This is an optimization exercise on Yosys and OpenROAD, whose aim is small area, a short achievable clock period and few clock cycles, not a production implementation. Where RTL was checked, it was by simulation tests only, not by an equivalence proof against the original. Only the layout flow was run in runs 1 to 3; the RTL was not checked for function there. No activity file was given, so power comes from the tool's default toggle rates.

File: run.sh
#!/bin/bash
# synth_recipe.tcl (not shown) runs the flow's synth.tcl, then flattens the netlist and writes it again
# the make line also repeats each setting of config.mk as NAME=value (left out here)
make -C /OpenROAD-flow-scripts/flow DESIGN_CONFIG=/design/flow/config.mk WORK_HOME=/design/flow/orfs CLKGATE_MAP_FILE= SYNTH_SCRIPT=/design/flow/synth_recipe.tcl finish
File: config.mk
export PLATFORM = sky130hd
export DESIGN_NAME = playfair_stream_encrypter
export DESIGN_NICKNAME = playfair_stream_encrypter
export VERILOG_FILES = /design/flow/design.v
export SDC_FILE = /design/flow/constraint.sdc
export NUM_CORES = 4
export LEC_CHECK = 0
export CAP_MARGIN = 20
export CORE_MARGIN = 2
export CORE_UTILIZATION = 30
export SETUP_SLACK_MARGIN = 5
export SLEW_MARGIN = 20
File: constraint.sdc
create_clock -name core_clock -period 8.0 [get_ports {clk}]
set_input_delay 1.6000 -clock core_clock [delete_from_list [all_inputs] [get_ports {clk}]]
set_output_delay 1.6000 -clock core_clock [all_outputs]
set_load 0.01 [all_outputs]
File: design.v
`default_nettype none
package pfse_pkg;
  localparam logic [7:0] PREV_RESET  = 8'd49;
  localparam logic [4:0] FILLER_CODE = 5'd23;
  localparam logic [49:0] KEY_ROWS_01_RESET = 50'd75020730666187;
  localparam logic [49:0] KEY_ROWS_23_RESET = 50'd367878684816948;
  localparam logic [24:0] KEY_ROW_4_RESET   = 25'd16374553;
  function automatic logic [9:0] find_cell(logic [124:0] key, logic [4:0] want);
    logic [24:0] m;
    logic [4:0]  rowany;
    logic [4:0]  rowfirst;
    logic [4:0]  colv;
    logic [4:0]  colfirst;
    for (int i = 0; i < 25; i++) m[i] = (key[5*i +: 5] == want);
    for (int i = 0; i < 5; i++) rowany[i] = |m[5*i +: 5];
    rowfirst[0] = rowany[0] | ~|rowany[4:1];
    rowfirst[1] = rowany[1] & ~rowany[0];
    rowfirst[2] = rowany[2] & ~|rowany[1:0];
    rowfirst[3] = rowany[3] & ~|rowany[2:0];
    rowfirst[4] = rowany[4] & ~|rowany[3:0];
    colv = '0;
    for (int i = 0; i < 5; i++) colv = colv | ({5{rowfirst[i]}} & m[5*i +: 5]);
    colfirst[0] = colv[0] | ~|colv[4:1];
    colfirst[1] = colv[1] & ~colv[0];
    colfirst[2] = colv[2] & ~|colv[1:0];
    colfirst[3] = colv[3] & ~|colv[2:0];
    colfirst[4] = colv[4] & ~|colv[3:0];
    find_cell = {rowfirst, colfirst};
  endfunction
  function automatic logic [4:0] rot5(logic [4:0] x);
    rot5 = {x[3:0], x[4]};
  endfunction
  function automatic logic [4:0] sq_cell(logic [124:0] key, logic [4:0] r, logic [4:0] c);
    logic [24:0] row;
    logic [4:0]  v;
    row = '0;
    for (int i = 0; i < 5; i++) row = row | ({25{r[i]}} & key[25*i +: 25]);
    v = '0;
    for (int i = 0; i < 5; i++) v = v | ({5{c[i]}} & row[5*i +: 5]);
    sq_cell = v;
  endfunction
  function automatic logic [7:0] letter_byte(logic [4:0] code, logic lower);
    letter_byte = {3'b000, code} + (lower ? 8'd97 : 8'd65);
  endfunction
endpackage
`default_nettype wire
`default_nettype none
module playfair_stream_encrypter (
  input  wire logic        clk,
  input  wire logic        rst_n,
  input  wire logic        in_tvalid,
  output logic             in_tready,
  input  wire logic [7:0]  in_tdata,
  input  wire logic        in_tlast,
  output logic             out_tvalid,
  input  wire logic        out_tready,
  output logic [7:0]       out_tdata,
  output logic             out_tlast,
  output logic [1:0]       out_tuser,
  input  wire logic        cfg_valid,
  output logic             cfg_ready,
  input  wire logic [1:0]  cfg_index,
  input  wire logic [49:0] cfg_data
);
  logic [49:0]  key01_r;
  logic [49:0]  key23_r;
  logic [24:0]  key4_r;
  logic [124:0] key_sq;
  assign key_sq    = {key4_r, key23_r, key01_r};
  assign cfg_ready = 1'b1;
  always_ff @(posedge clk) begin
    if (!rst_n) begin
      key01_r <= pfse_pkg::KEY_ROWS_01_RESET;
      key23_r <= pfse_pkg::KEY_ROWS_23_RESET;
      key4_r  <= pfse_pkg::KEY_ROW_4_RESET;
    end else if (cfg_valid) begin
      case (cfg_index)
        2'd0: key01_r <= cfg_data;
        2'd1: key23_r <= cfg_data;
        2'd2: key4_r  <= cfg_data[24:0];
        default: ;
      endcase
    end
  end
  logic [7:0]  b_r, k_r;
  logic        bl_r, kl_r, bv_r, kv_r;
  logic        take, in_acc;
  logic [7:0]  prev_r;
  logic        held_r, ph_r;
  logic        is_letter, is_space, is_bad, rep, two, has_job, held_nxt;
  logic [4:0]  want_cur, want_prev;
  logic        d_entry, d_hold, d_bad, d_bcur, d_la, d_lb, d_last, d_msg;
  logic [1:0]  d_asel;
  logic        jv_r, j_entry_r, j_hold_r, j_bad_r, j_bcur_r, j_la_r, j_lb_r, j_last_r, j_msg_r;
  logic [1:0]  j_asel_r;
  logic [4:0]  j_want_r;
  logic        j_free, j_load, f_go;
  logic [9:0]  fpos, xpos, hpos_r, e_a, e_b;
  logic        pv_r, pbad_r, pla_r, plb_r, plast_r, pmsg_r;
  logic [9:0]  pa_r, pb_r;
  logic        p_free, p_load, p_done;
  logic        qv_r, ql_r, qlast_r, qmsg_r;
  logic [9:0]  qrc_r;
  logic        ov_r, sv_r, o_load, push;
  logic [10:0] o_r, s_r, push_d;
  assign in_tready = !kv_r;
  assign in_acc    = in_tvalid && !kv_r;
  always_ff @(posedge clk) begin
    if (!rst_n) begin
      bv_r <= 1'b0;
      kv_r <= 1'b0;
    end else if (!bv_r || take) begin
      bv_r <= kv_r || in_tvalid;
      kv_r <= 1'b0;
    end else if (in_acc) begin
      kv_r <= 1'b1;
    end
  end
  always_ff @(posedge clk) begin
    if (!bv_r || take) begin
      b_r  <= kv_r ? k_r  : in_tdata;
      bl_r <= kv_r ? kl_r : in_tlast;
    end
    if (!kv_r) begin
      k_r  <= in_tdata;
      kl_r <= in_tlast;
    end
  end
  always_comb begin
    is_letter = ((b_r[7:5] == 3'b010) || (b_r[7:5] == 3'b011)) &&
                (b_r[4:0] != 5'd0) && (b_r[4:0] <= 5'd26);
    is_space  = (b_r == 8'h20);
    is_bad    = !is_letter && !is_space;
    rep       = is_letter && (b_r == prev_r);
    want_cur  = (b_r[4:0] == 5'd10) ? 5'd8 : b_r[4:0] - 5'd1;
    want_prev = (prev_r[4:0] == 5'd10) ? 5'd8 : prev_r[4:0] - 5'd1;
    held_nxt  = held_r ^ !rep;
    two       = bl_r && held_r && (is_bad || rep);
    has_job   = is_letter || is_bad || (bl_r && held_r);
    d_entry = 1'b1; d_hold = 1'b0; d_bad = 1'b0;
    d_asel  = 2'd0; d_la = prev_r[5]; d_bcur = 1'b0; d_lb = 1'b1;
    d_last  = 1'b1; d_msg = bl_r;
    if (ph_r) begin
      if (!is_bad) begin
        d_asel = 2'd2; d_la = b_r[5];
      end
    end else if (is_bad) begin
      d_bad = 1'b1; d_last = !two; d_msg = 1'b0;
    end else if (is_letter) begin
      d_hold = !bl_r && held_nxt;
      if (held_r) begin
        if (!rep) begin
          d_bcur = 1'b1; d_lb = b_r[5];
        end
        d_last = !two;
        d_msg  = bl_r && !two;
      end else if (rep) begin
        d_asel = 2'd1; d_la = 1'b1; d_bcur = 1'b1; d_lb = b_r[5];
      end else if (bl_r) begin
        d_asel = 2'd2; d_la = b_r[5];
      end else begin
        d_entry = 1'b0;
      end
    end
  end
  assign j_load = bv_r && has_job && j_free;
  assign take   = bv_r && (!has_job || (j_free && (!two || ph_r)));
  always_ff @(posedge clk) begin
    if (!rst_n) begin
      prev_r <= pfse_pkg::PREV_RESET;
      held_r <= 1'b0;
      ph_r   <= 1'b0;
    end else begin
      if (j_load) ph_r <= two && !ph_r;
      if (take) begin
        if (bl_r) begin
          prev_r <= pfse_pkg::PREV_RESET;
          held_r <= 1'b0;
        end else if (is_letter) begin
          prev_r <= b_r;
          held_r <= held_nxt;
        end
      end
    end
  end
  assign f_go   = jv_r && (!j_entry_r || p_free);
  assign j_free = !jv_r || f_go;
  always_ff @(posedge clk) begin
    if (!rst_n) begin
      jv_r <= 1'b0;
    end else if (j_free) begin
      jv_r <= j_load;
    end
  end
  always_ff @(posedge clk) begin
    if (j_free) begin
      j_want_r  <= j_load ? want_cur : want_prev;
      j_entry_r <= d_entry;
      j_hold_r  <= d_hold;
      j_bad_r   <= d_bad;
      j_asel_r  <= d_asel;
      j_bcur_r  <= d_bcur;
      j_la_r    <= d_la;
      j_lb_r    <= d_lb;
      j_last_r  <= d_last;
      j_msg_r   <= d_msg;
    end
  end
  always_comb begin
    fpos = pfse_pkg::find_cell(key_sq, j_want_r);
    xpos = pfse_pkg::find_cell(key_sq, pfse_pkg::FILLER_CODE);
    case (j_asel_r)
      2'd0:    e_a = hpos_r;
      2'd1:    e_a = xpos;
      default: e_a = fpos;
    endcase
    e_b = j_bcur_r ? fpos : xpos;
  end
  always_ff @(posedge clk) begin
    if (!jv_r || (f_go && j_hold_r)) hpos_r <= fpos;
  end
  assign p_load = jv_r && j_entry_r && p_free;
  assign p_done = pv_r && !sv_r && !qv_r;
  assign p_free = !pv_r || p_done;
  always_ff @(posedge clk) begin
    if (!rst_n) begin
      pv_r <= 1'b0;
      qv_r <= 1'b0;
    end else begin
      if (p_load)      pv_r <= 1'b1;
      else if (p_done) pv_r <= 1'b0;
      if (!sv_r) qv_r <= !qv_r && pv_r && !pbad_r;
    end
  end
  always_ff @(posedge clk) begin
    if (p_load) begin
      pbad_r  <= j_bad_r;
      pla_r   <= j_la_r;
      plb_r   <= j_lb_r;
      pa_r    <= e_a;
      pb_r    <= e_b;
      plast_r <= j_last_r;
      pmsg_r  <= j_msg_r;
    end
  end
  logic       srow, scol, ol;
  logic [4:0] ra, ca, rb, cb, oar, oac, obr, obc, selr, selc, cellv;
  always_comb begin
    ra   = pa_r[9:5]; ca = pa_r[4:0];
    rb   = pb_r[9:5]; cb = pb_r[4:0];
    srow = |(ra & rb);
    scol = |(ca & cb);
    oar  = (!srow && scol) ? pfse_pkg::rot5(ra) : ra;
    obr  = (!srow && scol) ? pfse_pkg::rot5(rb) : rb;
    oac  = srow ? pfse_pkg::rot5(ca) : scol ? ca : cb;
    obc  = srow ? pfse_pkg::rot5(cb) : scol ? cb : ca;
    selr = qv_r ? qrc_r[9:5] : oar;
    selc = qv_r ? qrc_r[4:0] : oac;
    ol   = qv_r ? ql_r : pla_r;
    cellv = pfse_pkg::sq_cell(key_sq, selr, selc);
    push = !sv_r && (qv_r || pv_r);
    if (qv_r)
      push_d = {pfse_pkg::letter_byte(cellv, ol), qlast_r, qmsg_r, 1'b0};
    else if (pbad_r)
      push_d = {8'd0, plast_r, 1'b0, 1'b1};
    else
      push_d = {pfse_pkg::letter_byte(cellv, ol), 3'b000};
  end
  always_ff @(posedge clk) begin
    if (p_done) begin
      qrc_r   <= {obr, obc};
      ql_r    <= plb_r;
      qlast_r <= plast_r;
      qmsg_r  <= pmsg_r;
    end
  end
  assign o_load = !ov_r || out_tready;
  always_ff @(posedge clk) begin
    if (!rst_n) begin
      ov_r <= 1'b0;
      sv_r <= 1'b0;
    end else begin
      if (o_load) begin
        ov_r <= sv_r || push;
        sv_r <= 1'b0;
      end else if (push) begin
        sv_r <= 1'b1;
      end
    end
  end
  always_ff @(posedge clk) begin
    if (o_load) o_r <= sv_r ? s_r : push_d;
    if (!sv_r)  s_r <= push_d;
  end
  assign out_tvalid   = ov_r;
  assign out_tdata    = o_r[10:3];
  assign out_tlast    = o_r[2];
  assign out_tuser[0] = o_r[1];
  assign out_tuser[1] = o_r[0];
endmodule
`default_nettype wire
==> flow_metrics.py, run 1 <==
metrics = {
    "outcome": {
        "result_of_the_run": "no timing/DRC/antenna violations",
    },
    "die": {
        "die-width_um": 211,
        "rows": 75,
        "core-area_um2": 42000,
        "pin_count": 80,
        "dieArea_um2": 44400,
        "die_h_um": 211,
        "start_util_pct": 30.5,
    },
    "cells_and_area": {
        "final_common_cell": "sky130_fd_sc_hd__nand2_1",
        "area_growth_syn_to_layout_pct": 24.4,
        "finish.net_count": 1586,
        "layout_common_cells": "312 x sky130_fd_sc_hd__nand2_1, 161 x sky130_fd_sc_hd__dfxtp_1, 89 x sky130_fd_sc_hd__nand3_1, 83 x sky130_fd_sc_hd__edfxtp_1, 79 x sky130_fd_sc_hd__a21boi_0",
        "num_antenna_cells": 0,
        "final_layout_size_suffix_gt1_share_pct": 15.0,
    },
    "synthesis": {
        "synthTopCellsByArea": "sky130_fd_sc_hd__dfxtp_1 25%, sky130_fd_sc_hd__edfxtp_1 19%, sky130_fd_sc_hd__nand2_1 9.2%",
        "post_synth_inst_count": 1430,
        "synth-main-ff-cell": "sky130_fd_sc_hd__dfxtp_1",
        "synth-warning-count": 1,
        "syn_avg_cell_area_um2": 8.96,
        "synthDistinctLibCells": 76,
        "ys_ff_latch": 245,
        "syn-cell-area_um2": 12800,
        "synth.yosys.seq_area_share_pct": 44.8,
        "synth-async-reset-ratio_pct": 0,
        "synth_largest_area_cell": "sky130_fd_sc_hd__dfxtp_1",
        "number_of_nets_in_the_synthesized_netlist": 1501,
        "synth_top_area_share_pct": 25.3,
        "synth_enable_flop_cells": 83,
    },
    "global_route": {
        "number_of_antenna_violations_at_the_first_check_in_global_routing": 1,
        "gr-usage-all-layers_pct": 18.0,
        "overflow": 0,
        "global_route_wire_length_before_repair_um": 62400,
        "grt_max_degree": 81,
        "grt_pass1_vias": 10400,
    },
    "routing": {
        "drtAntennaViolNets": 0,
        "detailedRoute.firstPassIterationCount": 8,
        "via_count": 11200,
        "drt_iter0_drc": 1317,
        "via_per_inst": 5.38,
        "routed_wire_length_per_instance_um": 19.8,
        "remaining_drc_errors": 0,
        "wirelength_um": 41100,
    },
    "sta": {
        "timing.clock.skew_ns": 0.00867,
        "timing.final.crit_period_ns": 3.80,
        "fin_crit_sh_pct": 47.5,
        "f_max_ghz": 0.263,
        "unrepaired_setup_endpoints_after_global_routing": "yes",
        "least_margin_pin_slew_ns": 0.728,
        "maxSlewViolCount": 0,
        "timing_hold_violations_final": 0,
        "max_slew_margin_pct": 51.5,
        "report.final.setup_viol": 0,
        "setup_tns_ns": 0,
    },
    "worst_setup_path": {
        "worstSetupStartpoint": "pa_r[3]$_DFFE_PP_",
        "timing.critical_path.fanout_max": 25,
        "worst_ep_arrival_time_ns": 4.12,
        "timing.critical_path.buf_inv": 0,
        "cpMaxStageDelayCell": "sky130_fd_sc_hd__or4_4",
        "start_kind": "flop",
        "endpoint_kind": "flop",
        "r2r-start": "pa_r[3]$_DFFE_PP_",
        "worstSetupPathType": "reg -> reg",
        "worst_path_dominant_cell_family": "compound AO/OA/AOI/OAI gates",
        "cell_chain_critical_path": "a22oi_4 > nand3_4 > and4b_1 > a221o_4 > a22oi_1 > a21oi_1 > or4_4 > or2_4 > ha_4 > a31o_1 > a32o_2",
        "required_ns": 8.31,
        "maximum_cell_stage_delay_along_the_critical_path_ns": 0.60,
    },
    "hold_path": {
        "hold_path.class": "reg -> reg",
        "hp-start": "j_msg_r$_DFFE_PN_",
    },
    "clock_tree": {
        "cts_root_buf": "sky130_fd_sc_hd__clkbuf_16",
        "cts_hold_buf": 0,
        "worstSkewPairLatency_ns": 0.56,
        "cts-root-to-sink-buffers": 3,
        "clock_tree_from_tritoncts": "done",
        "tritoncts.num_buffers": 27,
        "clock_tree.htree_level_count": 1,
        "path_clk_slew_ns": 0.06,
        "clock_sink_count": 245,
    },
    "run": {
        "timing.max_cap.violations": 0,
    },
    "power_and_ir_drop": {
        "share_seq_of_total_power_pct": 44.1,
        "total_leakage_power_nw": 5.93,
        "design_power_total_mw": 3.25,
        "vdd_drop_max_mv": 0.182,
        "comb_power_share_pct": 18.6,
        "pwr_density_cell_nw_per_um2": 204,
        "pwr-share-clk_pct": 37.3,
        "switching_power_uw": 912,
        "power.switching_fraction_pct": 28.0,
        "internal_power_mw": 2.34,
    },
    "placed_design": {
        "place_congestion": 0.961,
        "place_hpwl_um": 28300,
        "port_buffers": 78,
    },
}
## path summary, 6_finish.rpt
check                                        end  slack [ns]  depth (start not counted)
worst max register to register  o_r[7]$_DFFE_PP_        4.20                         11
worst min-delay path            pmsg_r$_DFFE_PP_        0.42                          0
worst max-delay path            o_r[7]$_DFFE_PP_        4.20                         11
worst min register to register  pmsg_r$_DFFE_PP_        0.42                          0
## cells in the mapped netlist (23+ instances only)
| library cell | n |
|---|---|
| sky130_fd_sc_hd__inv_1 | 24 |
| sky130_fd_sc_hd__nor3_1 | 43 |
| sky130_fd_sc_hd__nor2_1 | 43 |
| sky130_fd_sc_hd__nand3_1 | 96 |
| sky130_fd_sc_hd__xnor2_1 | 76 |
| sky130_fd_sc_hd__nand2_1 | 314 |
| sky130_fd_sc_hd__edfxtp_1 | 83 |
| sky130_fd_sc_hd__clkbuf_1 | 54 |
| sky130_fd_sc_hd__a21boi_0 | 79 |
| sky130_fd_sc_hd__o21ai_0 | 28 |
| sky130_fd_sc_hd__a22oi_1 | 30 |
| sky130_fd_sc_hd__nor2b_1 | 25 |
| sky130_fd_sc_hd__dfxtp_1 | 162 |
| sky130_fd_sc_hd__buf_2 | 23 |
| sky130_fd_sc_hd__xor2_1 | 64 |
| sky130_fd_sc_hd__nand4_1 | 30 |
| sky130_fd_sc_hd__a21oi_1 | 44 |
## kinds of logic (layout without fill, tap and decap cells)
family                   Yosys count  count (layout)  synth area share [%]
other                              1               1                0.0293
AO/OA/AOI/OAI                    270             270                  15.7
buffers and inverters            113             217                  3.83
XOR/XNOR                         140             140                  9.57
flip-flops                       245             245                  44.8
adder cells (fa/ha/maj)            5               5                 0.488
AND/OR/NAND/NOR                  630             631                  23.4
multiplexers                      26              26                  2.22
## final cells by class
cell class | instances | area (um^2)
inverter | 24 | 97.6
clock inverter | 7 | 52.6
multi-input combinational | 1073 | 7110
timing repair buffer | 144 | 1440
tap | 539 | 674
sequential | 245 | 5740
clock buffer | 42 | 813
fill | 4196 | 26100
## metrics by stage
stage	util, %	hold slack (ns)	cell area (um^2)	setup slack (ns)	instances
floorplan	-	0.400	12800	4.63	1430
global placement	33.3	0.406	14000	3.64	1974
detailed placement	33.4	0.406	14000	3.56	1974
CTS	36.8	0.420	15500	4.25	2052
global route	37.9	0.427	15900	3.99	2074
finish	37.9	0.418	15900	4.20	2074
## state kept, by name, indices dropped and copies added (netlist names), 2 cells and up
register,count
key01_r,50
key23_r,50
key4_r,25
o_r,11
s_r,11
hpos_r,10
pa_r,10
pb_r,10
qrc_r,10
b_r,8
k_r,8
prev_r,8
j_want_r,5
j_asel_r,2
## power by group through the flow
stage	clock network [mW]	registers (mW)	logic, mW
6_report	1.21	1.44	0.605
4_1_cts	1.24	1.43	0.538
5_1_grt	1.29	1.44	0.650
3_3_place_gp	0	1.46	0.458
3_5_place_dp	0	1.46	0.468
2_1_floorplan	0	1.43	0.334
## timing repair
| item | CTS | global route |
|---|---|---|
| gates cloned | 6 | 2 |
| buffers inserted | 23 | 20 |
| resized for setup | 86 | 51 |
| pin swaps | 30 | 31 |
| hold endpoints to repair | 0 | 0 |
| endpoints found under the setup margin | 64 | 69 |
## metal layers
layer | GRT usage, % | vias up | share of wire (%)
li1 | - | 5236 | -
met5 | 0 | - | 0
met2 | 28.9 | 454 | 46
met1 | 24.8 | 5380 | 45
met4 | 6.41 | 0 | 3.5
met3 | 2.36 | 96 | 6.2
==> inputs of run 2 (changes only) <==
--- a/design.v
+++ b/design.v
@@ -99,8 +99,10 @@
   logic        pv_r, pbad_r, pla_r, plb_r, plast_r, pmsg_r;
   logic [9:0]  pa_r, pb_r;
   logic        p_free, p_load, p_done;
-  logic        qv_r, ql_r, qlast_r, qmsg_r;
-  logic [9:0]  qrc_r;
+  logic        rav_r, rbv_r, r_acc, pop;
+  logic        ral_r, ralast_r, ramsg_r, rabad_r;
+  logic        rbl_r, rblast_r, rbmsg_r;
+  logic [9:0]  rapos_r, rbpos_r;
   logic        ov_r, sv_r, o_load, push;
   logic [10:0] o_r, s_r, push_d;
   assign in_tready = !kv_r;
@@ -220,16 +222,14 @@
     if (!jv_r || (f_go && j_hold_r)) hpos_r <= fpos;
   end
   assign p_load = jv_r && j_entry_r && p_free;
-  assign p_done = pv_r && !sv_r && !qv_r;
+  assign p_done = pv_r && r_acc;
   assign p_free = !pv_r || p_done;
   always_ff @(posedge clk) begin
     if (!rst_n) begin
       pv_r <= 1'b0;
-      qv_r <= 1'b0;
     end else begin
       if (p_load)      pv_r <= 1'b1;
       else if (p_done) pv_r <= 1'b0;
-      if (!sv_r) qv_r <= !qv_r && pv_r && !pbad_r;
     end
   end
   always_ff @(posedge clk) begin
@@ -243,8 +243,8 @@
       pmsg_r  <= j_msg_r;
     end
   end
-  logic       srow, scol, ol;
-  logic [4:0] ra, ca, rb, cb, oar, oac, obr, obc, selr, selc, cellv;
+  logic       srow, scol;
+  logic [4:0] ra, ca, rb, cb, oar, oac, obr, obc;
   always_comb begin
     ra   = pa_r[9:5]; ca = pa_r[4:0];
     rb   = pb_r[9:5]; cb = pb_r[4:0];
@@ -254,26 +254,49 @@
     obr  = (!srow && scol) ? pfse_pkg::rot5(rb) : rb;
     oac  = srow ? pfse_pkg::rot5(ca) : scol ? ca : cb;
     obc  = srow ? pfse_pkg::rot5(cb) : scol ? cb : ca;
-    selr = qv_r ? qrc_r[9:5] : oar;
-    selc = qv_r ? qrc_r[4:0] : oac;
-    ol   = qv_r ? ql_r : pla_r;
-    cellv = pfse_pkg::sq_cell(key_sq, selr, selc);
-    push = !sv_r && (qv_r || pv_r);
-    if (qv_r)
-      push_d = {pfse_pkg::letter_byte(cellv, ol), qlast_r, qmsg_r, 1'b0};
-    else if (pbad_r)
-      push_d = {8'd0, plast_r, 1'b0, 1'b1};
-    else
-      push_d = {pfse_pkg::letter_byte(cellv, ol), 3'b000};
+  end
+  assign pop   = rav_r && !sv_r;
+  assign r_acc = !rav_r || (!rbv_r && pop);
+  always_ff @(posedge clk) begin
+    if (!rst_n) begin
+      rav_r <= 1'b0;
+      rbv_r <= 1'b0;
+    end else if (pv_r && r_acc) begin
+      rav_r <= 1'b1;
+      rbv_r <= !pbad_r;
+    end else if (pop) begin
+      rav_r <= rbv_r;
+      rbv_r <= 1'b0;
+    end
   end
   always_ff @(posedge clk) begin
-    if (p_done) begin
-      qrc_r   <= {obr, obc};
-      ql_r    <= plb_r;
-      qlast_r <= plast_r;
-      qmsg_r  <= pmsg_r;
+    if (pv_r && r_acc) begin
+      rapos_r  <= {oar, oac};
+      ral_r    <= pla_r;
+      ralast_r <= pbad_r && plast_r;
+      ramsg_r  <= 1'b0;
+      rabad_r  <= pbad_r;
+      rbpos_r  <= {obr, obc};
+      rbl_r    <= plb_r;
+      rblast_r <= plast_r;
+      rbmsg_r  <= pmsg_r;
+    end else if (pop) begin
+      rapos_r  <= rbpos_r;
+      ral_r    <= rbl_r;
+      ralast_r <= rblast_r;
+      ramsg_r  <= rbmsg_r;
+      rabad_r  <= 1'b0;
     end
   end
+  logic [4:0] cellv;
+  always_comb begin
+    cellv = pfse_pkg::sq_cell(key_sq, rapos_r[9:5], rapos_r[4:0]);
+    push  = pop;
+    if (rabad_r)
+      push_d = {8'd0, ralast_r, 1'b0, 1'b1};
+    else
+      push_d = {pfse_pkg::letter_byte(cellv, ral_r), ralast_r, ramsg_r, 1'b0};
+  end
   assign o_load = !ov_r || out_tready;
   always_ff @(posedge clk) begin
     if (!rst_n) begin
--- a/config.mk
+++ b/config.mk
@@ -7,6 +7,6 @@
 export LEC_CHECK = 0
 export CAP_MARGIN = 20
 export CORE_MARGIN = 2
-export CORE_UTILIZATION = 30
+export CORE_UTILIZATION = 40
 export SETUP_SLACK_MARGIN = 5
 export SLEW_MARGIN = 20
==> flow_metrics.py, run 2 <==
metrics = {
    "outcome": {
        "result_of_the_run": "no timing/DRC/antenna violations",
    },
    "die": {
        "dieArea_um2": 34700,
        "start_util_pct": 40.8,
        "rows": 66,
        "die_h_um": 186,
        "core-area_um2": 32600,
        "pin_count": 80,
        "die-width_um": 186,
    },
    "global_route": {
        "global_route_wire_length_before_repair_um": 64100,
        "gr-usage-all-layers_pct": 23.3,
        "grt_max_degree": 79,
        "overflow": 0,
        "number_of_antenna_violations_at_the_first_check_in_global_routing": 0,
        "grt_pass1_vias": 10800,
    },
    "clock_tree": {
        "clock_sink_count": 260,
        "path_clk_slew_ns": 0.06,
        "cts_hold_buf": 0,
        "cts_root_buf": "sky130_fd_sc_hd__clkbuf_16",
        "clock_tree_from_tritoncts": "done",
        "cts-root-to-sink-buffers": 3,
        "worstSkewPairLatency_ns": 0.57,
        "tritoncts.num_buffers": 28,
        "clock_tree.htree_level_count": 1,
    },
    "synthesis": {
        "syn-cell-area_um2": 13300,
        "synth-warning-count": 1,
        "synth.yosys.seq_area_share_pct": 46.3,
        "synth_largest_area_cell": "sky130_fd_sc_hd__dfxtp_1",
        "number_of_nets_in_the_synthesized_netlist": 1541,
        "synthDistinctLibCells": 71,
        "post_synth_most_frequent_cells": "339 x sky130_fd_sc_hd__nand2_1, 164 x sky130_fd_sc_hd__dfxtp_1, 97 x sky130_fd_sc_hd__nand3_1, 96 x sky130_fd_sc_hd__edfxtp_1, 78 x sky130_fd_sc_hd__xnor2_1",
        "synth_most_common_cell": "sky130_fd_sc_hd__nand2_1",
        "ys_ff_latch": 260,
        "synth_enable_flop_cells": 96,
        "syn_avg_cell_area_um2": 9.05,
        "post_synth_inst_count": 1470,
        "synth-async-reset-ratio_pct": 0,
        "synthTopCellsByArea": "sky130_fd_sc_hd__dfxtp_1 25%, sky130_fd_sc_hd__edfxtp_1 22%, sky130_fd_sc_hd__nand2_1 9.6%",
        "synth-main-ff-cell": "sky130_fd_sc_hd__dfxtp_1",
        "synth_top_area_share_pct": 24.7,
    },
    "worst_setup_path": {
        "endpoint_kind": "flop",
        "worstSetupPathType": "reg -> reg",
        "timing.critical_path.fanout_max": 5,
        "start_kind": "flop",
        "worst_ep_arrival_time_ns": 3.53,
        "required_ns": 8.29,
    },
    "placed_design": {
        "place_hpwl_um": 27800,
        "place_congestion": 0.946,
        "port_buffers": 78,
        "worst_slack_at_placement_ns": 4.44,
        "placement.cell_area_um2": 14400,
    },
    "sta": {
        "maxSlewViolCount": 0,
        "timing.clock.skew_ns": 0.0255,
        "least_margin_pin_slew_ns": 1.12,
        "report.final.setup_viol": 0,
        "timing_hold_violations_final": 0,
        "fin_crit_sh_pct": 40.4,
        "f_max_ghz": 0.309,
        "setup_tns_ns": 0,
        "final_critical_path_setup_slack_ns": 4.77,
        "unrepaired_setup_endpoints_after_global_routing": "yes",
        "timing.final.crit_period_ns": 3.23,
        "max_slew_margin_pct": 25.5,
    },
    "hold_path": {
        "hold_path.class": "reg -> reg",
    },
    "cells_and_area": {
        "filler_cell_count": 3024,
        "layout_common_cells": "338 x sky130_fd_sc_hd__nand2_1, 163 x sky130_fd_sc_hd__dfxtp_1, 96 x sky130_fd_sc_hd__edfxtp_1, 85 x sky130_fd_sc_hd__nand3_1",
        "multiInputGateArea_um2": 7030,
        "ff_latch_area_um2": 6170,
        "area_growth_syn_to_layout_pct": 22.3,
        "postLayoutCellArea_um2": 16300,
        "num_antenna_cells": 0,
        "final_layout_size_suffix_gt1_share_pct": 12.3,
        "final_common_cell": "sky130_fd_sc_hd__nand2_1",
        "finish.net_count": 1616,
        "reg.largest.list": "key01_r x50, key23_r x50, key4_r x25",
    },
    "routing": {
        "drt_iter0_drc": 1699,
        "remaining_drc_errors": 0,
        "wirelength_um": 41700,
        "via_per_inst": 5.77,
        "via_count": 11600,
        "routed_wire_length_per_instance_um": 20.8,
        "drtAntennaViolNets": 0,
        "detailedRoute.firstPassIterationCount": 8,
    },
    "power_and_ir_drop": {
        "design_power_total_mw": 3.43,
        "total_leakage_power_nw": 6.20,
        "pwr_density_cell_nw_per_um2": 211,
        "vdd_drop_max_mv": 0.172,
    },
    "run": {
        "timing.max_cap.violations": 0,
    },
}
-- run 2: cell count changes after synthesis, sizes merged, moves of 9 or more --
cell / delta
mux2i: +13
nand2b: +9
clkbuf: +19
a222oi: +10
edfxtp: +13
or2: -12
nor3: -9
buf: -15
a21oi: -25
nand2: +24
-- run 2: power breakdown --
| part | internal (mW) | leakage [nW] | total (mW) | switching [mW] |
|---|---|---|---|---|
| Clock | 0.833 | 0.476 | 1.37 | 0.539 |
| Combinational | 0.258 | 3.43 | 0.544 | 0.286 |
| Sequential | 1.44 | 2.29 | 1.51 | 0.0672 |
-- run 2: per-layer routing --
| layer | track usage (%) | up-vias | wire length [um] |
|---|---|---|---|
| li1 | - | 5342 | - |
| met1 | 33.3 | 5525 | 18200 |
| met2 | 35.1 | 599 | 17700 |
| met3 | 4.19 | 132 | 3900 |
| met4 | 9.02 | 0 | 1880 |
| met5 | 0 | - | 0 |
-- run 2: stage by stage --
step | util [%] | hold WS (ns) | std cells
floorplan | - | 0.400 | 1470
global placement | 44.0 | 0.405 | 1913
detailed placement | 44.0 | 0.418 | 1913
CTS | 48.8 | 0.433 | 1999
global route | 49.9 | 0.432 | 2009
finish | 49.9 | 0.429 | 2009
-- run 2: kinds of logic after synthesis --
logic type	share of synthesized area, %
compound gates	14.6
xor+xnor	9.48
fa+ha+maj	0.470
buf+inv	3.70
flops	46.3
mux	3.37
other cells	0.0282
simple gates	22.1
-- run 2: final cells by class --
cell class | count | area share, %
Multi-Input combinational cell | 1093 | 43.2
Clock buffer | 36 | 4.67
Inverter | 24 | 0.553
Timing Repair Buffer | 138 | 8.93
Sequential cell | 260 | 37.9
Clock inverter | 16 | 1.37
Tap cell | 442 | 3.40
-- run 2: worst max-delay path, stage by stage, from the launching register on --
cell and delay, ns:
sky130_fd_sc_hd__edfxtp_1 0.46, sky130_fd_sc_hd__buf_12 0.19, sky130_fd_sc_hd__xor2_1 0.25, sky130_fd_sc_hd__nor3_4 0.09, sky130_fd_sc_hd__or4_4 0.50, sky130_fd_sc_hd__or4b_4 0.55
sky130_fd_sc_hd__o221a_1 0.28, sky130_fd_sc_hd__nand2b_4 0.15, sky130_fd_sc_hd__a31o_4 0.24, sky130_fd_sc_hd__mux2_2 0.27
-- run 2: final timing paths --
kind         slack (ns)  cells past startpoint                   from           endpoint
min reg2reg        0.43                      0        plb_r$_DFFE_PP_    rbl_r$_DFFE_PP_
max reg2reg        4.77                      9  j_want_r[1]$_DFFE_PN_  pb_r[0]$_DFFE_PP_
min                0.43                      0        plb_r$_DFFE_PP_    rbl_r$_DFFE_PP_
max                4.77                      9  j_want_r[1]$_DFFE_PN_  pb_r[0]$_DFFE_PP_
-- run 2: what timing repair did --
action	in CTS	in global routing
resized for setup	54	45
pin swaps	13	8
cloned	6	1
setup buffers	28	9
setup endpoints to repair	56	77
==> inputs of run 3 (changes only) <==
--- a/config.mk
+++ b/config.mk
@@ -8,5 +8,7 @@
 export CAP_MARGIN = 20
 export CORE_MARGIN = 2
 export CORE_UTILIZATION = 40
+export CTS_BUF_LIST = sky130_fd_sc_hd__clkbuf_8
+export CTS_CLUSTER_SIZE = 30
 export SETUP_SLACK_MARGIN = 5
 export SLEW_MARGIN = 20
==> flow_metrics.py, run 3 <==
metrics = {
    "routing": {
        "drtAntennaViolNets": 0,
        "via_count": 11600,
        "via_per_inst": 5.72,
        "remaining_drc_errors": 0,
        "routed_wire_length_per_instance_um": 20.4,
        "detailedRoute.firstPassIterationCount": 7,
        "wirelength_um": 41300,
        "drt_iter0_drc": 1515,
    },
    "clock_tree": {
        "tritoncts.num_buffers": 44,
        "clock_sink_count": 260,
        "cts_root_buf": "sky130_fd_sc_hd__clkbuf_8",
        "worstSkewPairLatency_ns": 0.57,
        "path_clk_slew_ns": 0.06,
        "cts-root-to-sink-buffers": 3,
        "clock_tree.htree_level_count": 2,
        "clock_tree_from_tritoncts": "done",
    },
    "sta": {
        "final_hold_slack_ns": 0.425,
        "final_critical_path_setup_slack_ns": 4.78,
        "fin_crit_sh_pct": 40.2,
        "least_margin_pin_slew_ns": 1.10,
        "unrepaired_setup_endpoints_after_global_routing": "yes",
        "report.final.setup_viol": 0,
        "maxSlewViolCount": 0,
        "f_max_ghz": 0.311,
        "max_slew_margin_pct": 26.5,
        "timing.clock.skew_ns": 0.0292,
        "timing_hold_violations_final": 0,
        "setup_tns_ns": 0,
        "timing.final.crit_period_ns": 3.22,
    },
    "synthesis": {
        "synth-warning-count": 1,
        "post_synth_most_frequent_cells": "339 x sky130_fd_sc_hd__nand2_1, 164 x sky130_fd_sc_hd__dfxtp_1, 97 x sky130_fd_sc_hd__nand3_1, 96 x sky130_fd_sc_hd__edfxtp_1, 78 x sky130_fd_sc_hd__xnor2_1",
        "synth_enable_flop_cells": 96,
        "synthTopCellsByArea": "sky130_fd_sc_hd__dfxtp_1 25%, sky130_fd_sc_hd__edfxtp_1 22%, sky130_fd_sc_hd__nand2_1 9.6%",
        "syn-cell-area_um2": 13300,
        "synth_top_area_share_pct": 24.7,
        "synthDistinctLibCells": 71,
        "synth_largest_area_cell": "sky130_fd_sc_hd__dfxtp_1",
        "synth-async-reset-ratio_pct": 0,
        "synth_most_common_cell": "sky130_fd_sc_hd__nand2_1",
        "synth.yosys.seq_area_share_pct": 46.3,
        "number_of_nets_in_the_synthesized_netlist": 1541,
        "post_synth_inst_count": 1470,
        "ys_ff_latch": 260,
        "synth-main-ff-cell": "sky130_fd_sc_hd__dfxtp_1",
        "syn_avg_cell_area_um2": 9.05,
    },
    "die": {
        "core-area_um2": 32600,
        "start_util_pct": 40.8,
        "rows": 66,
        "die-width_um": 186,
        "dieArea_um2": 34700,
        "pin_count": 80,
        "die_h_um": 186,
    },
    "worst_setup_path": {
        "required_ns": 8.30,
        "timing.critical_path.fanout_max": 5,
        "endpoint_kind": "flop",
        "cell_chain_critical_path": "buf_6 > clkbuf_16 > buf_4 > xnor2_1 > nand3_1 > nand3_2 > or4b_4 > o221a_1 > nand2b_4 > a31o_4 > mux2_2",
        "timing.critical_path.buf_inv": 3,
        "maximum_cell_stage_delay_along_the_critical_path_ns": 0.59,
        "worstSetupPathType": "reg -> reg",
        "cpMaxStageDelayCell": "sky130_fd_sc_hd__or4b_4",
        "worstSetupStartpoint": "j_want_r[2]$_DFFE_PN_",
        "worst_path_dominant_cell_family": "simple AND/OR/NAND/NOR gates",
        "r2r-start": "j_want_r[2]$_DFFE_PN_",
        "worst_ep_arrival_time_ns": 3.51,
        "start_kind": "flop",
    },
    "global_route": {
        "gr-usage-all-layers_pct": 23.3,
        "number_of_antenna_violations_at_the_first_check_in_global_routing": 0,
        "overflow": 0,
        "grt_pass1_vias": 10800,
        "grt_max_degree": 79,
        "global_route_wire_length_before_repair_um": 63900,
    },
    "cells_and_area": {
        "filler_cell_count": 3062,
        "final_common_cell": "sky130_fd_sc_hd__nand2_1",
        "final_layout_size_suffix_gt1_share_pct": 12.9,
        "num_antenna_cells": 0,
        "area_growth_syn_to_layout_pct": 20.7,
        "reg.largest.list": "key01_r x50, key23_r x50, key4_r x25",
        "layout_common_cells": "338 x sky130_fd_sc_hd__nand2_1, 163 x sky130_fd_sc_hd__dfxtp_1, 96 x sky130_fd_sc_hd__edfxtp_1, 90 x sky130_fd_sc_hd__nand3_1, 76 x sky130_fd_sc_hd__xnor2_1",
        "postLayoutCellArea_um2": 16100,
        "finish.net_count": 1621,
    },
    "power_and_ir_drop": {
        "pwr_density_cell_nw_per_um2": 203,
        "vdd_drop_max_mv": 0.110,
        "total_leakage_power_nw": 6.15,
    },
    "run": {
        "timing.max_cap.violations": 0,
    },
    "hold_path": {
        "hold_path.class": "reg -> reg",
        "hp-start": "plb_r$_DFFE_PP_",
    },
    "placed_design": {
        "worst_slack_at_placement_ns": 4.44,
        "placement.cell_area_um2": 14400,
        "port_buffers": 78,
        "place_congestion": 0.946,
        "place_hpwl_um": 27800,
    },
    "outcome": {
        "result_of_the_run": "no timing/DRC/antenna violations",
    },
}
==> run 3: routing by layer <==
| layer | global-route usage [%] | vias up | wire [um] |
|---|---|---|---|
| li1 | - | 5376 | - |
| met1 | 32.4 | 5488 | 17900 |
| met2 | 34.5 | 594 | 17500 |
| met3 | 5.49 | 143 | 3990 |
| met4 | 10.2 | 0 | 1900 |
| met5 | 0 | - | 0 |
==> run 3: cells by family after synthesis <==
kind of cell / Yosys count / share of synthesized area (%)
mux: 42 / 3.37
buf+inv: 117 / 3.70
compound gates: 262 / 14.6
flops: 260 / 46.3
fa+ha+maj: 5 / 0.470
xor+xnor: 144 / 9.48
simple gates: 639 / 22.1
other cells: 1 / 0.0282
==> run 3: final timing paths <==
path | slack [ns] | endpoint | cells after the start
setup / recovery | 4.78 | pb_r[0]$_DFFE_PP_ | 11
hold / removal | 0.43 | rbl_r$_DFFE_PP_ | 0
setup reg to reg | 4.78 | pb_r[0]$_DFFE_PP_ | 11
hold reg to reg | 0.43 | rbl_r$_DFFE_PP_ | 0
==> run 3: cell type report <==
cell class              count  area (um^2)  area share, %
multi-input cells        1093         7010           43.6
repair buffers            127         1330           8.27
clock inverters            27          154          0.958
well taps                 442          553           3.44
clock buffers              55          757           4.71
flip-flops and latches    260         6170           38.4
inverters                  24         90.1          0.561
==> run 3: worst reg2reg max path, cell delays in order, from the launching register on <==
cell and delay (ns):
sky130_fd_sc_hd__edfxtp_1 0.46, sky130_fd_sc_hd__buf_6 0.17, sky130_fd_sc_hd__clkbuf_16 0.15, sky130_fd_sc_hd__buf_4 0.13, sky130_fd_sc_hd__xnor2_1 0.11, sky130_fd_sc_hd__nand3_1 0.26, sky130_fd_sc_hd__nand3_2 0.16, sky130_fd_sc_hd__or4b_4 0.59
sky130_fd_sc_hd__o221a_1 0.28, sky130_fd_sc_hd__nand2b_4 0.15, sky130_fd_sc_hd__a31o_4 0.23, sky130_fd_sc_hd__mux2_2 0.26
==> run 3: power by group <==
group	total [mW]	leakage [nW]	switching, mW	internal, mW
sequential	1.51	2.29	0.0669	1.44
combinational	0.539	3.35	0.284	0.255
clock	1.20	0.508	0.546	0.657
==> run 3: timing repair <==
action                                  in CTS  in global routing
hold endpoints to repair                     0                  0
hold buffers                                 0                  0
pin swaps                                    2                 11
setup buffers                               17                 11
cloned                                       4                  1
gates resized for setup                     42                 57
endpoints found under the setup margin      55                 69
==> run 3: per-stage QoR <==
stage	util, %	std cells	total power [mW]
detailed placement	44.0	1913	1.96
CTS	48.0	2016	3.21
floorplan	-	1470	1.82
global placement	44.0	1913	1.95
global route	49.2	2028	3.39
finish	49.2	2028	3.25
==> inputs of run 4 (changes only) <==
--- a/design.v
+++ b/design.v
@@ -5,38 +5,43 @@
   localparam logic [49:0] KEY_ROWS_01_RESET = 50'd75020730666187;
   localparam logic [49:0] KEY_ROWS_23_RESET = 50'd367878684816948;
   localparam logic [24:0] KEY_ROW_4_RESET   = 25'd16374553;
-  function automatic logic [9:0] find_cell(logic [124:0] key, logic [4:0] want);
+  function automatic logic [5:0] find_cell(logic [124:0] key, logic [4:0] want);
     logic [24:0] m;
+    logic [24:0] cf;
     logic [4:0]  rowany;
     logic [4:0]  rowfirst;
-    logic [4:0]  colv;
     logic [4:0]  colfirst;
+    logic        none;
     for (int i = 0; i < 25; i++) m[i] = (key[5*i +: 5] == want);
-    for (int i = 0; i < 5; i++) rowany[i] = |m[5*i +: 5];
-    rowfirst[0] = rowany[0] | ~|rowany[4:1];
+    for (int r = 0; r < 5; r++) begin
+      rowany[r]  = |m[5*r +: 5];
+      cf[5*r]    = m[5*r];
+      cf[5*r+1]  = m[5*r+1] & ~m[5*r];
+      cf[5*r+2]  = m[5*r+2] & ~|m[5*r +: 2];
+      cf[5*r+3]  = m[5*r+3] & ~|m[5*r +: 3];
+      cf[5*r+4]  = m[5*r+4] & ~|m[5*r +: 4];
+    end
+    none        = ~|rowany;
+    rowfirst[0] = rowany[0] | none;
     rowfirst[1] = rowany[1] & ~rowany[0];
     rowfirst[2] = rowany[2] & ~|rowany[1:0];
     rowfirst[3] = rowany[3] & ~|rowany[2:0];
     rowfirst[4] = rowany[4] & ~|rowany[3:0];
-    colv = '0;
-    for (int i = 0; i < 5; i++) colv = colv | ({5{rowfirst[i]}} & m[5*i +: 5]);
-    colfirst[0] = colv[0] | ~|colv[4:1];
-    colfirst[1] = colv[1] & ~colv[0];
-    colfirst[2] = colv[2] & ~|colv[1:0];
-    colfirst[3] = colv[3] & ~|colv[2:0];
-    colfirst[4] = colv[4] & ~|colv[3:0];
-    find_cell = {rowfirst, colfirst};
+    colfirst = {4'd0, none};
+    for (int r = 0; r < 5; r++) colfirst = colfirst | ({5{rowfirst[r]}} & cf[5*r +: 5]);
+    find_cell = {rowfirst[4], rowfirst[2] | rowfirst[3], rowfirst[1] | rowfirst[3],
+                 colfirst[4], colfirst[2] | colfirst[3], colfirst[1] | colfirst[3]};
   endfunction
-  function automatic logic [4:0] rot5(logic [4:0] x);
-    rot5 = {x[3:0], x[4]};
+  function automatic logic [2:0] inc5(logic [2:0] x);
+    inc5 = (x == 3'd4) ? 3'd0 : x + 3'd1;
   endfunction
-  function automatic logic [4:0] sq_cell(logic [124:0] key, logic [4:0] r, logic [4:0] c);
+  function automatic logic [4:0] sq_cell(logic [124:0] key, logic [2:0] r, logic [2:0] c);
     logic [24:0] row;
     logic [4:0]  v;
     row = '0;
-    for (int i = 0; i < 5; i++) row = row | ({25{r[i]}} & key[25*i +: 25]);
+    for (int i = 0; i < 5; i++) row = row | ({25{r == 3'(i)}} & key[25*i +: 25]);
     v = '0;
-    for (int i = 0; i < 5; i++) v = v | ({5{c[i]}} & row[5*i +: 5]);
+    for (int i = 0; i < 5; i++) v = v | ({5{c == 3'(i)}} & row[5*i +: 5]);
     sq_cell = v;
   endfunction
   function automatic logic [7:0] letter_byte(logic [4:0] code, logic lower);
@@ -82,8 +87,9 @@
       endcase
     end
   end
-  logic [7:0]  b_r, k_r;
+  logic [7:0]  b_r, k_r, b_src;
   logic        bl_r, kl_r, bv_r, kv_r;
+  logic        bisl_r, bissp_r;
   logic        take, in_acc;
   logic [7:0]  prev_r;
   logic        held_r, ph_r;
@@ -95,14 +101,14 @@
   logic [1:0]  j_asel_r;
   logic [4:0]  j_want_r;
   logic        j_free, j_load, f_go;
-  logic [9:0]  fpos, xpos, hpos_r, e_a, e_b;
+  logic [5:0]  fpos, xpos, hpos_r, e_a, e_b;
   logic        pv_r, pbad_r, pla_r, plb_r, plast_r, pmsg_r;
-  logic [9:0]  pa_r, pb_r;
+  logic [5:0]  pa_r, pb_r;
   logic        p_free, p_load, p_done;
   logic        rav_r, rbv_r, r_acc, pop;
   logic        ral_r, ralast_r, ramsg_r, rabad_r;
   logic        rbl_r, rblast_r, rbmsg_r;
-  logic [9:0]  rapos_r, rbpos_r;
+  logic [5:0]  rapos_r, rbpos_r;
   logic        ov_r, sv_r, o_load, push;
   logic [10:0] o_r, s_r, push_d;
   assign in_tready = !kv_r;
@@ -118,10 +124,14 @@
       kv_r <= 1'b1;
     end
   end
+  assign b_src = kv_r ? k_r : in_tdata;
   always_ff @(posedge clk) begin
     if (!bv_r || take) begin
-      b_r  <= kv_r ? k_r  : in_tdata;
-      bl_r <= kv_r ? kl_r : in_tlast;
+      b_r     <= b_src;
+      bl_r    <= kv_r ? kl_r : in_tlast;
+      bisl_r  <= ((b_src[7:5] == 3'b010) || (b_src[7:5] == 3'b011)) &&
+                 (b_src[4:0] != 5'd0) && (b_src[4:0] <= 5'd26);
+      bissp_r <= (b_src == 8'h20);
     end
     if (!kv_r) begin
       k_r  <= in_tdata;
@@ -129,9 +139,8 @@
     end
   end
   always_comb begin
-    is_letter = ((b_r[7:5] == 3'b010) || (b_r[7:5] == 3'b011)) &&
-                (b_r[4:0] != 5'd0) && (b_r[4:0] <= 5'd26);
-    is_space  = (b_r == 8'h20);
+    is_letter = bisl_r;
+    is_space  = bissp_r;
     is_bad    = !is_letter && !is_space;
     rep       = is_letter && (b_r == prev_r);
     want_cur  = (b_r[4:0] == 5'd10) ? 5'd8 : b_r[4:0] - 5'd1;
@@ -244,16 +253,16 @@
     end
   end
   logic       srow, scol;
-  logic [4:0] ra, ca, rb, cb, oar, oac, obr, obc;
+  logic [2:0] ra, ca, rb, cb, oar, oac, obr, obc;
   always_comb begin
-    ra   = pa_r[9:5]; ca = pa_r[4:0];
-    rb   = pb_r[9:5]; cb = pb_r[4:0];
-    srow = |(ra & rb);
-    scol = |(ca & cb);
-    oar  = (!srow && scol) ? pfse_pkg::rot5(ra) : ra;
-    obr  = (!srow && scol) ? pfse_pkg::rot5(rb) : rb;
-    oac  = srow ? pfse_pkg::rot5(ca) : scol ? ca : cb;
-    obc  = srow ? pfse_pkg::rot5(cb) : scol ? cb : ca;
+    ra   = pa_r[5:3]; ca = pa_r[2:0];
+    rb   = pb_r[5:3]; cb = pb_r[2:0];
+    srow = (ra == rb);
+    scol = (ca == cb);
+    oar  = (!srow && scol) ? pfse_pkg::inc5(ra) : ra;
+    obr  = (!srow && scol) ? pfse_pkg::inc5(rb) : rb;
+    oac  = srow ? pfse_pkg::inc5(ca) : scol ? ca : cb;
+    obc  = srow ? pfse_pkg::inc5(cb) : scol ? cb : ca;
   end
   assign pop   = rav_r && !sv_r;
   assign r_acc = !rav_r || (!rbv_r && pop);
@@ -290,7 +299,7 @@
   end
   logic [4:0] cellv;
   always_comb begin
-    cellv = pfse_pkg::sq_cell(key_sq, rapos_r[9:5], rapos_r[4:0]);
+    cellv = pfse_pkg::sq_cell(key_sq, rapos_r[5:3], rapos_r[2:0]);
     push  = pop;
     if (rabad_r)
       push_d = {8'd0, ralast_r, 1'b0, 1'b1};
--- a/config.mk
+++ b/config.mk
@@ -10,5 +10,4 @@
 export CORE_UTILIZATION = 40
 export CTS_BUF_LIST = sky130_fd_sc_hd__clkbuf_8
 export CTS_CLUSTER_SIZE = 30
-export SETUP_SLACK_MARGIN = 5
 export SLEW_MARGIN = 20
==> flow_metrics.py, run 4 <==
metrics = {
    "synthesis": {
        "post_synth_inst_count": 1463,
        "synth-warning-count": 1,
        "synthDistinctLibCells": 87,
        "synth-main-ff-cell": "sky130_fd_sc_hd__dfxtp_1",
        "synth_most_common_cell": "sky130_fd_sc_hd__nand2_1",
        "synth_largest_area_cell": "sky130_fd_sc_hd__dfxtp_1",
        "post_synth_most_frequent_cells": "295 x sky130_fd_sc_hd__nand2_1, 164 x sky130_fd_sc_hd__dfxtp_1, 91 x sky130_fd_sc_hd__nand3_1, 82 x sky130_fd_sc_hd__xnor2_1, 78 x sky130_fd_sc_hd__edfxtp_1",
        "synthTopCellsByArea": "sky130_fd_sc_hd__dfxtp_1 25%, sky130_fd_sc_hd__edfxtp_1 18%, sky130_fd_sc_hd__nand2_1 8.3%",
        "synth_enable_flop_cells": 78,
        "synth.yosys.seq_area_share_pct": 42.2,
        "synth-async-reset-ratio_pct": 0,
        "ys_ff_latch": 242,
        "syn_avg_cell_area_um2": 9.11,
        "syn-cell-area_um2": 13300,
        "synth_top_area_share_pct": 24.6,
        "number_of_nets_in_the_synthesized_netlist": 1542,
    },
    "cells_and_area": {
        "finished_layout_cells": 1987,
        "reg.largest.list": "key01_r x50, key23_r x50, key4_r x25",
        "finish.net_count": 1591,
        "utilization_pct": 46.1,
        "final_common_cell": "sky130_fd_sc_hd__nand2_1",
        "area_growth_syn_to_layout_pct": 13.0,
        "layout_common_cells": "295 x sky130_fd_sc_hd__nand2_1, 164 x sky130_fd_sc_hd__dfxtp_1, 91 x sky130_fd_sc_hd__nand3_1, 82 x sky130_fd_sc_hd__xnor2_1, 78 x sky130_fd_sc_hd__edfxtp_1",
        "filler_cell_count": 3159,
        "final_layout_size_suffix_gt1_share_pct": 8.29,
    },
    "sta": {
        "timing_hold_violations_final": 0,
        "unrepaired_setup_endpoints_after_global_routing": "no",
        "report.final.setup_viol": 0,
        "f_max_ghz": 0.269,
        "timing.final.crit_period_ns": 3.72,
        "maxSlewViolCount": 0,
        "max_slew_margin_pct": 29.9,
        "final_hold_slack_ns": 0.417,
        "setup_tns_ns": 0,
        "final_critical_path_setup_slack_ns": 4.28,
        "fin_crit_sh_pct": 46.5,
        "least_margin_pin_slew_ns": 1.04,
        "timing.clock.skew_ns": 0.0240,
    },
    "routing": {
        "via_count": 10800,
        "wirelength_um": 36900,
        "drtAntennaViolNets": 0,
        "detailedRoute.firstPassIterationCount": 7,
        "via_per_inst": 5.41,
        "drt_iter0_drc": 868,
        "remaining_drc_errors": 0,
        "routed_wire_length_per_instance_um": 18.6,
    },
    "die": {
        "die_h_um": 187,
        "dieArea_um2": 34800,
        "rows": 66,
        "start_util_pct": 40.7,
        "pin_count": 80,
        "die-width_um": 187,
        "core-area_um2": 32700,
    },
    "global_route": {
        "gr-usage-all-layers_pct": 21.0,
        "grt_pass1_vias": 10300,
        "number_of_antenna_violations_at_the_first_check_in_global_routing": 2,
        "grt_max_degree": 75,
        "global_route_wire_length_before_repair_um": 58200,
        "overflow": 0,
    },
    "placed_design": {
        "placed_cells_incl_taps": 1907,
        "worst_slack_at_placement_ns": 4.16,
        "port_buffers": 78,
        "place_hpwl_um": 26000,
        "place_congestion": 0.912,
    },
    "clock_tree": {
        "path_clk_slew_ns": 0.06,
        "post_cts_resized": 0,
        "cts_hold_buf": 0,
        "tritoncts.num_buffers": 43,
        "clock_tree.htree_level_count": 2,
        "cts_post_setup_buffers_inserted": 0,
        "cts_root_buf": "sky130_fd_sc_hd__clkbuf_8",
        "clock_tree_from_tritoncts": "done",
        "worstSkewPairLatency_ns": 0.56,
        "clock_sink_count": 242,
        "cts-root-to-sink-buffers": 3,
    },
    "worst_setup_path": {
        "start_kind": "flop",
        "worst_ep_arrival_time_ns": 4.02,
        "cell_chain_critical_path": "nor2b_1 > a22oi_1 > o21ba_2 > o32ai_1 > and2_1 > nor4b_2 > xor2_1 > a22o_1",
        "cpMaxStageDelayCell": "sky130_fd_sc_hd__edfxtp_1",
        "required_ns": 8.30,
        "timing.critical_path.buf_inv": 0,
        "maximum_cell_stage_delay_along_the_critical_path_ns": 0.86,
        "timing.critical_path.fanout_max": 21,
        "worstSetupPathType": "reg -> reg",
        "worst_path_dominant_cell_family": "compound AO/OA/AOI/OAI gates",
        "endpoint_kind": "flop",
    },
    "outcome": {
        "result_of_the_run": "no timing/DRC/antenna violations",
    },
    "power_and_ir_drop": {
        "total_leakage_power_nw": 5.67,
        "pwr_density_cell_nw_per_um2": 188,
        "vdd_drop_max_mv": 0.118,
    },
    "run": {
        "timing.max_cap.violations": 0,
    },
    "hold_path": {
        "hold_path.class": "reg -> reg",
    },
}
==> run 4: cell families (layout without fill, tap and decap cells) <==
family,count (synthesis),in the layout,synth area share [%]
flip-flops,242,242,42.2
adder cells (fa/ha/maj),13,13,1.22
AO/OA/AOI/OAI,231,231,12.1
other,1,2,0.0281
buffers and inverters,125,206,4.83
XOR/XNOR,149,149,9.91
AND/OR/NAND/NOR,626,626,23.2
multiplexers,76,76,6.43
==> run 4: area by class of cell <==
class	count	area, um^2	area share [%]
flip-flops and latches	242	5630	37.4
well taps	442	553	3.67
clock inverters	32	143	0.947
inverters	38	143	0.947
clock buffers	45	619	4.11
diodes	1	2.50	0.0166
repair buffers	91	900	5.97
multi-input cells	1096	7080	47.0
==> run 4: metal layers <==
layer	track usage [%]	wire (um)
met1	29.5	17100
met2	32.9	16500
met3	3.89	2460
met4	5.86	818
met5	0	13
==> run 4: worst paths after layout <==
check | startpoint | to | slack [ns] | cells past startpoint
worst max-delay path | rapos_r[5]$_DFFE_PP_ | o_r[8]$_DFFE_PP_ | 4.28 | 8
worst max register to register | rapos_r[5]$_DFFE_PP_ | o_r[8]$_DFFE_PP_ | 4.28 | 8
worst min register to register | j_la_r$_DFFE_PN_ | pla_r$_DFFE_PP_ | 0.42 | 0
worst min-delay path | j_la_r$_DFFE_PN_ | pla_r$_DFFE_PP_ | 0.42 | 0
==> run 4: per-stage QoR <==
stage / total power, mW / area (um^2)
2_1_floorplan: 1.69 / 13300
3_3_place_gp: 1.81 / 14200
3_5_place_dp: 1.82 / 14200
4_1_cts: 2.85 / 15000
5_1_grt: 2.96 / 15100
6_report: 2.83 / 15100
==> run 4: report_power, final <==
part	internal [mW]	switching, mW	leakage (nW)
Clock	0.524	0.506	0.480
Combinational	0.183	0.225	3.07
Sequential	1.33	0.0593	2.13
Total	2.04	0.790	5.67
Testbench counts of run 4, summed over its fixed seeds: cycles 16,630.
==> inputs of run 5 (changes only) <==
--- a/config.mk
+++ b/config.mk
@@ -10,4 +10,5 @@
 export CORE_UTILIZATION = 40
 export CTS_BUF_LIST = sky130_fd_sc_hd__clkbuf_8
 export CTS_CLUSTER_SIZE = 30
+export SETUP_SLACK_MARGIN = 5
 export SLEW_MARGIN = 20
==> flow_metrics.py, run 5 <==
metrics = {
    "routing": {
        "remaining_drc_errors": 0,
        "wirelength_um": 38400,
        "via_per_inst": 5.49,
        "drtAntennaViolNets": 0,
        "routed_wire_length_per_instance_um": 19.1,
        "via_count": 11000,
        "drt_iter0_drc": 859,
        "detailedRoute.firstPassIterationCount": 6,
    },
    "synthesis": {
        "syn_avg_cell_area_um2": 9.11,
        "synth-warning-count": 1,
        "post_synth_inst_count": 1463,
        "synth-main-ff-cell": "sky130_fd_sc_hd__dfxtp_1",
        "synthTopCellsByArea": "sky130_fd_sc_hd__dfxtp_1 25%, sky130_fd_sc_hd__edfxtp_1 18%, sky130_fd_sc_hd__nand2_1 8.3%",
        "synthDistinctLibCells": 87,
        "synth_enable_flop_cells": 78,
        "synth_largest_area_cell": "sky130_fd_sc_hd__dfxtp_1",
        "synth_top_area_share_pct": 24.6,
        "syn-cell-area_um2": 13300,
        "synth-async-reset-ratio_pct": 0,
        "number_of_nets_in_the_synthesized_netlist": 1542,
        "post_synth_most_frequent_cells": "295 x sky130_fd_sc_hd__nand2_1, 164 x sky130_fd_sc_hd__dfxtp_1, 91 x sky130_fd_sc_hd__nand3_1, 82 x sky130_fd_sc_hd__xnor2_1, 78 x sky130_fd_sc_hd__edfxtp_1",
        "synth.yosys.seq_area_share_pct": 42.2,
        "ys_ff_latch": 242,
        "synth_most_common_cell": "sky130_fd_sc_hd__nand2_1",
    },
    "die": {
        "start_util_pct": 40.7,
        "core-area_um2": 32700,
        "dieArea_um2": 34800,
        "rows": 66,
        "die-width_um": 187,
        "die_h_um": 187,
        "pin_count": 80,
    },
    "clock_tree": {
        "worstSkewPairLatency_ns": 0.56,
        "cts_root_buf": "sky130_fd_sc_hd__clkbuf_8",
        "path_clk_slew_ns": 0.06,
        "clock_tree.htree_level_count": 2,
        "tritoncts.num_buffers": 43,
        "clock_sink_count": 242,
        "cts-root-to-sink-buffers": 3,
        "clock_tree_from_tritoncts": "done",
    },
    "global_route": {
        "grt_max_degree": 75,
        "global_route_wire_length_before_repair_um": 59200,
        "grt_pass1_vias": 10400,
        "gr-usage-all-layers_pct": 21.4,
        "number_of_antenna_violations_at_the_first_check_in_global_routing": 2,
        "overflow": 0,
    },
    "sta": {
        "maxSlewViolCount": 0,
        "setup_tns_ns": 0,
        "timing_hold_violations_final": 0,
        "final_critical_path_setup_slack_ns": 5.00,
        "fin_crit_sh_pct": 37.4,
        "f_max_ghz": 0.334,
        "report.final.setup_viol": 0,
        "unrepaired_setup_endpoints_after_global_routing": "yes",
        "timing.clock.skew_ns": 0.0258,
        "max_slew_margin_pct": 34.8,
        "least_margin_pin_slew_ns": 0.977,
        "final_hold_slack_ns": 0.417,
        "timing.final.crit_period_ns": 3.00,
    },
    "cells_and_area": {
        "multiInputGateArea_um2": 7250,
        "utilization_pct": 47.0,
        "reg.largest.list": "key01_r x50, key23_r x50, key4_r x25",
        "finish.net_count": 1608,
        "ff_latch_area_um2": 5630,
        "layout_common_cells": "295 x sky130_fd_sc_hd__nand2_1, 163 x sky130_fd_sc_hd__dfxtp_1, 91 x sky130_fd_sc_hd__nand3_1, 82 x sky130_fd_sc_hd__xnor2_1, 78 x sky130_fd_sc_hd__edfxtp_1",
        "final_common_cell": "sky130_fd_sc_hd__nand2_1",
        "filler_cell_count": 3132,
        "final_layout_size_suffix_gt1_share_pct": 11.0,
        "area_growth_syn_to_layout_pct": 15.4,
        "postLayoutCellArea_um2": 15400,
        "finished_layout_cells": 2004,
    },
    "placed_design": {
        "place_hpwl_um": 26000,
        "place_congestion": 0.912,
        "worst_slack_at_placement_ns": 4.16,
        "port_buffers": 78,
        "placement.cell_area_um2": 14200,
        "placed_cells_incl_taps": 1907,
    },
    "worst_setup_path": {
        "required_ns": 8.29,
        "cpMaxStageDelayCell": "sky130_fd_sc_hd__a221oi_1",
        "maximum_cell_stage_delay_along_the_critical_path_ns": 0.49,
        "timing.critical_path.fanout_max": 24,
        "start_kind": "flop",
        "worst_ep_arrival_time_ns": 3.29,
        "cell_chain_critical_path": "buf_4 > buf_6 > nor3b_4 > buf_4 > a221oi_1 > nor3_2 > a211oi_4 > inv_1 > ha_1 > nand2b_1 > a32o_1",
        "endpoint_kind": "flop",
        "crit_path_frequent_cell": "sky130_fd_sc_hd__buf_4",
        "worstSetupPathType": "reg -> reg",
    },
    "run": {
        "timing.max_cap.violations": 0,
    },
    "power_and_ir_drop": {
        "switching_power_uw": 801,
        "pwr-share-clk_pct": 36.2,
        "total_leakage_power_nw": 5.83,
        "design_power_total_mw": 2.84,
        "internal_power_mw": 2.04,
        "share_seq_of_total_power_pct": 48.9,
        "power.switching_fraction_pct": 28.2,
        "vdd_drop_max_mv": 0.118,
        "comb_power_share_pct": 14.9,
        "pwr_density_cell_nw_per_um2": 185,
    },
    "hold_path": {
        "hold_path.class": "reg -> reg",
    },
    "outcome": {
        "result_of_the_run": "no timing/DRC/antenna violations",
    },
}
run 5: cell counts after synthesis:
Identical to the previous run, type by type.
run 5: final cells by class:
class / instances / area share (%)
tap: 442 / 3.60
antenna: 1 / 0.0163
timing repair buffer: 106 / 6.68
inverter: 38 / 0.928
sequential: 242 / 36.6
clock buffer: 45 / 4.03
clock inverter: 32 / 0.928
multi-input combinational: 1098 / 47.2
run 5: power by group through the flow:
| stage | Clock (mW) | Combinational [mW] | Sequential [mW] |
|---|---|---|---|
| after floorplan | 0 | 0.302 | 1.39 |
| after global placement | 0 | 0.395 | 1.41 |
| after detailed placement | 0 | 0.402 | 1.42 |
| after CTS | 1.06 | 0.412 | 1.39 |
| after global routing | 1.12 | 0.462 | 1.40 |
| final | 1.03 | 0.423 | 1.39 |
run 5: kinds of logic after synthesis:
family,after synthesis,share of synthesized area [%]
other,1,0.0281
xor gates and xnor gates,149,9.91
AOI/OAI and AO/OA,231,12.1
muxes,76,6.43
and+or+nand+nor,626,23.2
DFF,242,42.2
adders and majority gates,13,1.22
buffers and inverters,125,4.83
run 5: critical path, delay by kind of cell (launching register included):
family                     cells  cell delay (ns)
buffers and inverters          4             0.72
and+or+nand+nor                3             0.38
DFF                            1             0.39
AOI/OAI and AO/OA              3             1.05
adders and majority gates      1             0.21
run 5: final timing paths:
| kind | from | endpoint | slack, ns | depth (start not counted) |
|---|---|---|---|---|
| setup / recovery | rapos_r[4]$_DFFE_PP_ | o_r[5]$_DFFE_PP_ | 5.00 | 11 |
| hold / removal | j_la_r$_DFFE_PN_ | pla_r$_DFFE_PP_ | 0.42 | 0 |
| setup reg to reg | rapos_r[4]$_DFFE_PP_ | o_r[5]$_DFFE_PP_ | 5.00 | 11 |
| hold reg to reg | j_la_r$_DFFE_PN_ | pla_r$_DFFE_PP_ | 0.42 | 0 |
run 5: per-layer routing:
layer | share of wire, % | GRT usage (%) | wire (um)
met5 | 0.034 | 0 | 13
met4 | 2.8 | 6.68 | 1090
met3 | 7.7 | 5.13 | 2950
met2 | 44 | 33.1 | 16900
met1 | 45 | 29.6 | 17400
run 5: timing repair:
item,4_1_cts,5_1_grt
endpoints found under the setup margin,41,48
pin swaps,1,1
buffers inserted,7,8
gates resized for setup,40,21
hold buffers,0,0
gates cloned,1,3

==> re-timing with driven ports <==
In the flow no input, the clock included, has a driving cell. The finished layouts below were timed again as built, in two steps.
Step 1, drivers: a clkbuf_16 drives clk and a buf_2 each remaining input, both assumed.
Step 2 also shifts input and output timing later by t, the mid clock arrival at the registers, as if the neighbouring blocks saw the same clock.
Three values: ideal, step 1, step 2; two values: the first two.
run	shift t [ns]	setup slack, ns	latest minus earliest clock arrival (ns)	slew at the worst register clock pin (ns)
run 1	0.609	4.196 / 4.196 / 4.196	0.009 / 0.009	0.06 / 0.06
run 2	0.607	4.767 / 4.767 / 4.643	0.027 / 0.027	0.07 / 0.07
run 3	0.605	4.783 / 4.783 / 4.608	0.030 / 0.030	0.06 / 0.06
run 4	0.594	4.279 / 4.279 / 4.279	0.025 / 0.024	0.07 / 0.07
run 5	0.594	5.004 / 5.004 / 4.553	0.026 / 0.026	0.07 / 0.07
After both steps setup and hold are still met in every run listed. The setup slack of run 5, which loses most, moves by 0.000 ns with the drivers and by -0.451 ns with both steps.
